Source: an optimization exercise on an open RTL-to-GDS flow (aim: small area, a short achievable clock period and few clock cycles per item). Production flows keep margins and buffers that such runs may drop.
Only simulation tests tie the RTL to the original design; equivalence was not proved.
No activity file was given, so power comes from the tool's default toggle rates.

## design.v

```verilog
package wgns_pkg;
	localparam int MAX_WIDTH  = 256;
	localparam int MAX_HEIGHT = 256;
	localparam int COL_W      = $clog2(MAX_WIDTH);
	localparam int ROW_W      = $clog2(MAX_HEIGHT);
	localparam int SIZE_W     = 9;
	localparam int THR_W      = 4;
	localparam int CNT_W      = 4;
	localparam int CFG_IDX_W  = 2;
	localparam int CFG_DATA_W = SIZE_W;
	localparam int IN_DATA_W  = 8;
	localparam int OUT_DATA_W = 24;
	localparam int OUT_USER_W = 2;
	localparam logic [SIZE_W-1:0] MIN_SIZE    = SIZE_W'(3);
	localparam logic [SIZE_W-1:0] RST_WIDTH   = SIZE_W'(64);
	localparam logic [SIZE_W-1:0] RST_HEIGHT  = SIZE_W'(64);
	localparam logic [THR_W-1:0]  RST_KEEP    = THR_W'(5);
	localparam logic [THR_W-1:0]  RST_GROW    = THR_W'(6);
	typedef enum logic [CFG_IDX_W-1:0] {
		REG_GRID_WIDTH  = 2'd0,
		REG_GRID_HEIGHT = 2'd1,
		REG_WALL_KEEP   = 2'd2,
		REG_FLOOR_GROW  = 2'd3
	} cfg_reg_t;
	typedef struct packed {
		logic [COL_W-1:0] cell_col;
		logic [ROW_W-1:0] cell_row;
		logic             result_is_wall;
		logic             was_smoothed;
		logic             run_last;
		logic             frame_last;
	} result_t;
endpackage
module wgns_line_buf (
	input  logic                      clk,
	input  logic                      en,
	input  logic [wgns_pkg::COL_W-1:0] addr,
	input  logic                      wr_bank,
	input  logic                      wr_data,
	output logic                      bank0_q,
	output logic                      bank1_q
);
	logic mem0 [wgns_pkg::MAX_WIDTH];
	logic mem1 [wgns_pkg::MAX_WIDTH];
	always_ff @(posedge clk) begin
		if (en) begin
			bank0_q <= mem0[addr];
			if (!wr_bank) begin
				mem0[addr] <= wr_data;
			end
		end
	end
	always_ff @(posedge clk) begin
		if (en) begin
			bank1_q <= mem1[addr];
			if (wr_bank) begin
				mem1[addr] <= wr_data;
			end
		end
	end
endmodule
module wall_grid_neighbor_smoothing_core (
	input  logic                                clk,
	input  logic                                arst_n,
	input  logic                                s_axis_tvalid,
	output logic                                s_axis_tready,
	input  logic [wgns_pkg::IN_DATA_W-1:0]      s_axis_tdata,   
	output logic                                m_axis_tvalid,
	input  logic                                m_axis_tready,
	output logic [wgns_pkg::OUT_DATA_W-1:0]     m_axis_tdata,   
	output logic [wgns_pkg::OUT_USER_W-1:0]     m_axis_tuser,   
	output logic                                m_axis_tlast,   
	input  logic                                cfg_we,
	input  logic [wgns_pkg::CFG_IDX_W-1:0]      cfg_index,
	input  logic [wgns_pkg::CFG_DATA_W-1:0]     cfg_wdata
);
	localparam int COL_W = wgns_pkg::COL_W;
	localparam int ROW_W = wgns_pkg::ROW_W;
	logic [wgns_pkg::SIZE_W-1:0] width_q, height_q;
	logic [wgns_pkg::THR_W-1:0]  keep_thr_q, grow_thr_q;
	always_ff @(posedge clk or negedge arst_n) begin
		if (!arst_n) begin
			width_q    <= wgns_pkg::RST_WIDTH;
			height_q   <= wgns_pkg::RST_HEIGHT;
			keep_thr_q <= wgns_pkg::RST_KEEP;
			grow_thr_q <= wgns_pkg::RST_GROW;
		end else if (cfg_we) begin
			case (cfg_index)
				wgns_pkg::REG_GRID_WIDTH:  width_q    <= cfg_wdata;
				wgns_pkg::REG_GRID_HEIGHT: height_q   <= cfg_wdata;
				wgns_pkg::REG_WALL_KEEP:   keep_thr_q <= cfg_wdata[wgns_pkg::THR_W-1:0];
				wgns_pkg::REG_FLOOR_GROW:  grow_thr_q <= cfg_wdata[wgns_pkg::THR_W-1:0];
				default: ;
			endcase
		end
	end
	logic [COL_W-1:0] wm1;
	logic [ROW_W-1:0] hm1;
	always_comb begin
		if (width_q < wgns_pkg::MIN_SIZE)
			wm1 = COL_W'(wgns_pkg::MIN_SIZE - 1'b1);
		else if (width_q > wgns_pkg::SIZE_W'(wgns_pkg::MAX_WIDTH))
			wm1 = COL_W'(wgns_pkg::MAX_WIDTH - 1);
		else
			wm1 = COL_W'(width_q - 1'b1);
		if (height_q < wgns_pkg::MIN_SIZE)
			hm1 = ROW_W'(wgns_pkg::MIN_SIZE - 1'b1);
		else if (height_q > wgns_pkg::SIZE_W'(wgns_pkg::MAX_HEIGHT))
			hm1 = ROW_W'(wgns_pkg::MAX_HEIGHT - 1);
		else
			hm1 = ROW_W'(height_q - 1'b1);
	end
	logic s1_v_q, a_v_q, b_v_q;
	logic in_acc, s1_adv, slots_free, out_pop;
	assign out_pop       = m_axis_tvalid && m_axis_tready;
	assign slots_free    = !(a_v_q || b_v_q) || (m_axis_tready && (a_v_q != b_v_q));
	assign s1_adv        = s1_v_q && slots_free;
	assign s_axis_tready = !s1_v_q || s1_adv;
	assign in_acc        = s_axis_tvalid && s_axis_tready;
	logic [COL_W-1:0] col_q;
	logic [ROW_W-1:0] row_q;
	logic             last_col, last_row;
	assign last_col = col_q >= wm1;
	assign last_row = row_q >= hm1;
	always_ff @(posedge clk or negedge arst_n) begin
		if (!arst_n) begin
			col_q <= '0;
			row_q <= '0;
		end else if (in_acc) begin
			if (last_col) begin
				col_q <= '0;
				row_q <= last_row ? '0 : row_q + 1'b1;
			end else begin
				col_q <= col_q + 1'b1;
			end
		end
	end
	logic [2:0] row_force, col_force;
	always_comb begin
		row_force[2] = last_row;
		row_force[1] = row_q > hm1;
		row_force[0] = (row_q < ROW_W'(2)) ||
		               ({1'b0, row_q} > ({1'b0, hm1} + (ROW_W+1)'(1)));
		col_force[2] = last_col;
		col_force[1] = col_q > wm1;
		col_force[0] = (col_q < COL_W'(2)) ||
		               ({1'b0, col_q} > ({1'b0, wm1} + (COL_W+1)'(1)));
	end
	logic bank0_rd, bank1_rd;
	wgns_line_buf u_line_buf (
		.clk     (clk),
		.en      (in_acc),
		.addr    (col_q),
		.wr_bank (row_q[0]),
		.wr_data (s_axis_tdata[0]),
		.bank0_q (bank0_rd),
		.bank1_q (bank1_rd)
	);
	logic             cell_s1, par_s1, emit_a_s1, emit_b_s1, frame_s1;
	logic [COL_W-1:0] col_s1;
	logic [ROW_W-1:0] row_s1;
	logic [2:0]       row_force_s1, col_force_s1;
	always_ff @(posedge clk or negedge arst_n) begin
		if (!arst_n) begin
			s1_v_q <= 1'b0;
		end else if (s_axis_tready) begin
			s1_v_q <= s_axis_tvalid;
		end
	end
	always_ff @(posedge clk) begin
		if (in_acc) begin
			cell_s1      <= s_axis_tdata[0];
			par_s1       <= row_q[0];
			col_s1       <= col_q;
			row_s1       <= row_q;
			row_force_s1 <= row_force;
			col_force_s1 <= col_force;
			emit_a_s1    <= (row_q != '0) && (col_q != '0);
			emit_b_s1    <= last_col || last_row;
			frame_s1     <= last_col && last_row;
		end
	end
	logic [8:0] win_q, win_nxt;
	logic       top_bit, mid_bit;
	assign top_bit = par_s1 ? bank1_rd : bank0_rd;
	assign mid_bit = par_s1 ? bank0_rd : bank1_rd;
	assign win_nxt = ((win_q >> 1) & 9'h0DB) | {cell_s1, 2'b00, mid_bit, 2'b00, top_bit, 2'b00};
	always_ff @(posedge clk or negedge arst_n) begin
		if (!arst_n) begin
			win_q <= '0;
		end else if (s1_adv) begin
			win_q <= win_nxt;
		end
	end
	logic [wgns_pkg::CNT_W-1:0] wall_cnt;
	logic                       smooth_wall;
	always_comb begin
		wall_cnt = '0;
		for (int dy = 0; dy < 3; dy++) begin
			for (int dx = 0; dx < 3; dx++) begin
				if (!(dy == 1 && dx == 1)) begin
					wall_cnt = wall_cnt + wgns_pkg::CNT_W'(row_force_s1[dy] ||
					           col_force_s1[dx] || win_nxt[dy*3 + dx]);
				end
			end
		end
		smooth_wall = win_nxt[4] ? (wall_cnt >= keep_thr_q) : (wall_cnt >= grow_thr_q);
	end
	wgns_pkg::result_t a_q, b_q, res_out;
	always_ff @(posedge clk or negedge arst_n) begin
		if (!arst_n) begin
			a_v_q <= 1'b0;
			b_v_q <= 1'b0;
		end else if (s1_adv) begin
			a_v_q <= emit_a_s1;
			b_v_q <= emit_b_s1;
		end else if (out_pop) begin
			if (a_v_q)
				a_v_q <= 1'b0;
			else
				b_v_q <= 1'b0;
		end
	end
	always_ff @(posedge clk) begin
		if (s1_adv) begin
			a_q.cell_col       <= col_s1 - 1'b1;
			a_q.cell_row       <= row_s1 - 1'b1;
			a_q.result_is_wall <= smooth_wall;
			a_q.was_smoothed   <= 1'b1;
			a_q.run_last       <= !emit_b_s1;
			a_q.frame_last     <= 1'b0;
			b_q.cell_col       <= col_s1;
			b_q.cell_row       <= row_s1;
			b_q.result_is_wall <= cell_s1;
			b_q.was_smoothed   <= 1'b0;
			b_q.run_last       <= 1'b1;
			b_q.frame_last     <= frame_s1;
		end
	end
	assign res_out       = a_v_q ? a_q : b_q;
	assign m_axis_tvalid = a_v_q || b_v_q;
	assign m_axis_tdata  = {7'd0, res_out.result_is_wall, res_out.cell_row, res_out.cell_col};
	assign m_axis_tuser  = {res_out.run_last, res_out.was_smoothed};
	assign m_axis_tlast  = res_out.frame_last;
endmodule
```

## run.sh

```bash
#!/bin/bash
# synth_recipe.tcl (not shown) runs the flow's synth.tcl, then flattens the netlist and writes it again
# the make line also repeats each setting of config.mk as NAME=value (left out here)
make -C /OpenROAD-flow-scripts/flow DESIGN_CONFIG=/design/flow/config.mk WORK_HOME=/design/flow/orfs CLKGATE_MAP_FILE= SYNTH_SCRIPT=/design/flow/synth_recipe.tcl finish
```

## config.mk

```make
export PLATFORM = sky130hd
export DESIGN_NAME = wall_grid_neighbor_smoothing_core
export DESIGN_NICKNAME = wall_grid_neighbor_smoothing_core
export VERILOG_FILES = /design/flow/design.v
export SDC_FILE = /design/flow/constraint.sdc
export NUM_CORES = 4
export LEC_CHECK = 0
export CAP_MARGIN = 20
export CORE_MARGIN = 2
export CORE_UTILIZATION = 40
export SLEW_MARGIN = 20
```

## constraint.sdc

```tcl
create_clock -name core_clock -period 5.0 [get_ports {clk}]
set_input_delay 1.0000 -clock core_clock [delete_from_list [all_inputs] [get_ports {clk}]]
set_output_delay 1.0000 -clock core_clock [all_outputs]
set_load 0.01 [all_outputs]
```

==> flow_summary.toml <==
[worst_setup_path]
worst-setup-path-type = "flip-flop to flip-flop"
critPathRequiredTime_ns = 5.34
cp.arrival_ns = 4.66
worst-path-max-fanout = 5
end_kind = "flip-flop"
startpoint_type = "flip-flop"

[timing]
skew_ns = 0.0305
timing.fmax_mhz = 232
worst_slew_pin_slew_ns = 1.09
setup_viol = 0
period_share_pct = 86.4
fin_tns_setup_ns = 0
hold_viol_final = 0
rsz0062_at_grt = "false"
drv_slew = 0
layout_min_cycle_time_ns = 4.32
max-slew-margin-rel_pct = 27.4

[clock_network]
cts_root_buf = "clkbuf_16"
clk_latency_ns = 0.61
cts_tree = "yes"
clock_path_buffers = 3
cts_setup_buffers = 0
h-tree-depth = 3
cts.reportedPaths.clkPinSlew_ns = 0.05
cts-hold-fix-buffers = 0
clkSinkCount = 627
numCtsBuffers = 70
post_cts_resize_count = 0

[detailed_routing]
vias = 18147
first_iter_violations = 1802
wl_um = 71400
post_drt_via_cell_ratio = 5.59
ant_nets = 0
drt_pass1_iterations = 5
remaining_drc_errors = 0
wire_per_inst_um = 22.0

[pwr]
p_leak_nw = 10.7
p_int_w = 0.0114
p_seq_share_pct = 39.0
p_switching_w = 0.00567
ir_worst_vdd_v = 0.000539
combPwrFrac_pct = 32.2
p_per_area_nw_per_um2 = 520
switching_share_pct = 33.2
clkPwrFrac_pct = 28.9

[layout]
areaGrowthSynthToFinish_pct = 12.2
drive_gt1_share_pct = 15.2
n_fill_cell = 6457
layout.nets = 2322
n_antenna_cell = 0
design_area_um2 = 32900

[logic_synthesis]
syn_area_um2 = 29300
ys_async_sr_fraction_pct = 8.13
syn_inst = 2212
ys_ff_latch = 627
synth-main-ff-cell = "edfxtp_1"
syn_avg_cell_area_um2 = 13.2
synth_edf_count = 576
ys_warn_count = 2
synthDistinctLibCells = 87
ys_seq_area_share_pct = 63.4

[placement]
place.gp.congestion = 0.815
place_area_um2 = 30700
io_buffers = 38
hpwlAfterDp_um = 43400

[run]
maxCapViolCount = 0

[global_route]
grt_pass1_wl_um = 109000
globalRouteOverflowTotal = 0
first_global_vias = 18302
antenna_found_initial = 0
track_usage_pct = 19.1
grt_max_degree = 179

[floorplan]
rows = 99
ioPinCount = 53
die_h_um = 275
die-area_um2 = 75400
initial_core_util_pct = 40.3
die_w_um = 275
coreArea_um2 = 72700

[worst_hold_path]
min_path_type = "flip-flop to flip-flop"

[run_status]
status = "timing/DRC/antenna clean"
-- path summary, 6_finish.rpt --
| path | from | end | slack, ns | cells after the start |
|---|---|---|---|---|
| max | row_s1[0] | a_q[3] | 0.68 | 15 |
| min reg2reg | frame_s1 | b_q[0] | 0.40 | 0 |
| max reg2reg | row_s1[0] | a_q[3] | 0.68 | 15 |
| max in group asynchronous | arst_n | col_q[1] | 3.94 | 2 |
| min in group asynchronous | arst_n | height_q[0] | 0.53 | 2 |
| min | frame_s1 | b_q[0] | 0.40 | 0 |
-- metal layers --
metal	global-route usage, %	routed length [um]	up-vias
li1	-	-	8126
met1	24.9	29800	9313
met2	32.1	34800	585
met3	3.45	4840	123
met4	6.44	1870	0
met5	0	0	-
-- worst max-delay path, cell delays in order (launching register included) --
cell,delay (ns)
edfxtp_1,0.47
mux2i_1,0.18
nor3b_1,0.17
fa_1,0.48
inv_1,0.06
fa_1,0.52
inv_1,0.05
fa_1,0.53
inv_1,0.04
ha_1,0.21
fa_1,0.49
ha_1,0.30
a21o_1,0.16
a21o_1,0.17
a21oi_1,0.14
a22oi_1,0.08
-- power groups by stage --
stage | sequential (W) | combinational [W] | clock, W
after floorplan | 0.00646 | 0.00397 | 0
after global placement | 0.00675 | 0.00540 | 0
after detailed placement | 0.00677 | 0.00550 | 0
after CTS | 0.00666 | 0.00552 | 0.00504
after global routing | 0.00672 | 0.00600 | 0.00522
final | 0.00666 | 0.00550 | 0.00494
-- cell type report --
class / count / area (um2) / area share, %
clock inverter: 36 / 277 / 0.841
multi-input combinational: 1372 / 9730 / 29.6
sequential: 627 / 18600 / 56.5
tap: 959 / 1200 / 3.65
inverter: 55 / 206 / 0.628
timing repair buffer: 110 / 971 / 2.95
clock buffer: 89 / 1910 / 5.80
-- Yosys cell counts, drive strengths merged, types with 5 or more instances --
cell type	count	area share (%)
nor2b	26	0.56
nand4b	5	0.15
mux2i	52	1.8
xor2	15	0.45
nand2	114	1.5
buf	69	1.6
a22oi	24	0.61
and2	6	0.14
xnor2	17	0.51
dfstp	6	0.54
a211oi	24	0.61
and3	11	0.23
a2111oi	7	0.27
nor2	563	7.2
nor4	9	0.26
inv	54	0.69
a21o	10	0.26
or3	12	0.26
ha	58	2.5
nand2b	15	0.32
nand4	17	0.38
mux2	52	2.0
a21oi	35	0.61
nand3	50	0.85
mux4	102	7.9
nor3	26	0.48
a22o	7	0.21
nor3b	8	0.20
o22ai	6	0.13
o21ai	31	0.54
edfxtp	576	59
clkbuf	95	1.2
dfrtp	45	3.8
-- stage by stage --
step | cells | power, W | setup WS [ns] | hold WS (ns) | util (%)
final | 3248 | 0.0171 | 0.681 | 0.405 | 45.2
after global placement | 3123 | 0.0121 | 0.695 | 0.418 | 42.2
after detailed placement | 3123 | 0.0123 | 0.699 | 0.409 | 42.2
after floorplan | 2218 | 0.0104 | 0.943 | 0.400 | -
after CTS | 3248 | 0.0172 | 0.690 | 0.410 | 45.2
after global routing | 3248 | 0.0179 | 0.427 | 0.441 | 45.2
-- placed cells by master, fill, tap and decap left out, types with 24 or more instances in the layout --
cell and count:
o21ai_0 28, nor2_1 561, nand3_1 50, clkdlybuf4s50_1 36, a21oi_1 34, a22oi_1 24
nand2_1 111, mux4_2 94, ha_1 58, inv_1 50, dfrtp_1 41, mux2i_1 52
clkbuf_16 74, a211oi_1 24, mux2_2 49, edfxtp_1 576, nor2b_1 26, buf_4 68
nor3_1 25
-- cell families (layout without fill, tap and decap cells) --
kind of cell	after synthesis	after routing	share of synthesized area (%)
XOR/XNOR	32	32	0.956
buffers and inverters	219	290	3.55
AND/OR/NAND/NOR	884	884	13.3
AO/OA/AOI/OAI	181	181	4.33
adder cells (fa/ha/maj)	62	62	2.75
multiplexers	206	206	11.7
other	1	7	0.0128
flip-flops	627	627	63.4
-- registers in the layout, summed over array words and instances (netlist names), 3 cells and up --
name / flops
a_q: 18
b_q: 18
col_force_s1: 3
col_q: 8
col_s1: 8
grow_thr_q: 4
height_q: 9
keep_thr_q: 4
row_force_s1: 3
row_q: 8
row_s1: 8
u_line_buf.mem0: 256
u_line_buf.mem1: 256
width_q: 9
win_q: 6
Testbench counts, summed over its fixed seeds: cycles 73,157, items 68,207.

[what the ideal ports hide]
The results above use ideal ports. As a check the final layout listed here was re-extracted and re-timed, cells and wires unchanged. Step 1 assumes that a clkbuf_16 drives the clock port and a buf_2 every other input. Step 2 adds t to the input delays and takes it off the output delays; t is the mean of the earliest and latest rising clock arrival at the registers after step 1. Input paths then give back, and output paths get back, about the clock's delay inside the block. Slacks: ideal ports / drivers / drivers and shift; pairs: ideal ports / drivers.
t (ns): 0.665
setup slack, ns: 0.681 / 0.681 / 0.681
worst data-port slew with drivers (ns): 0.05
After both steps setup and hold are still met in this run. The setup slack of this run moves by 0.000 ns with the drivers and by 0.000 ns with both steps.
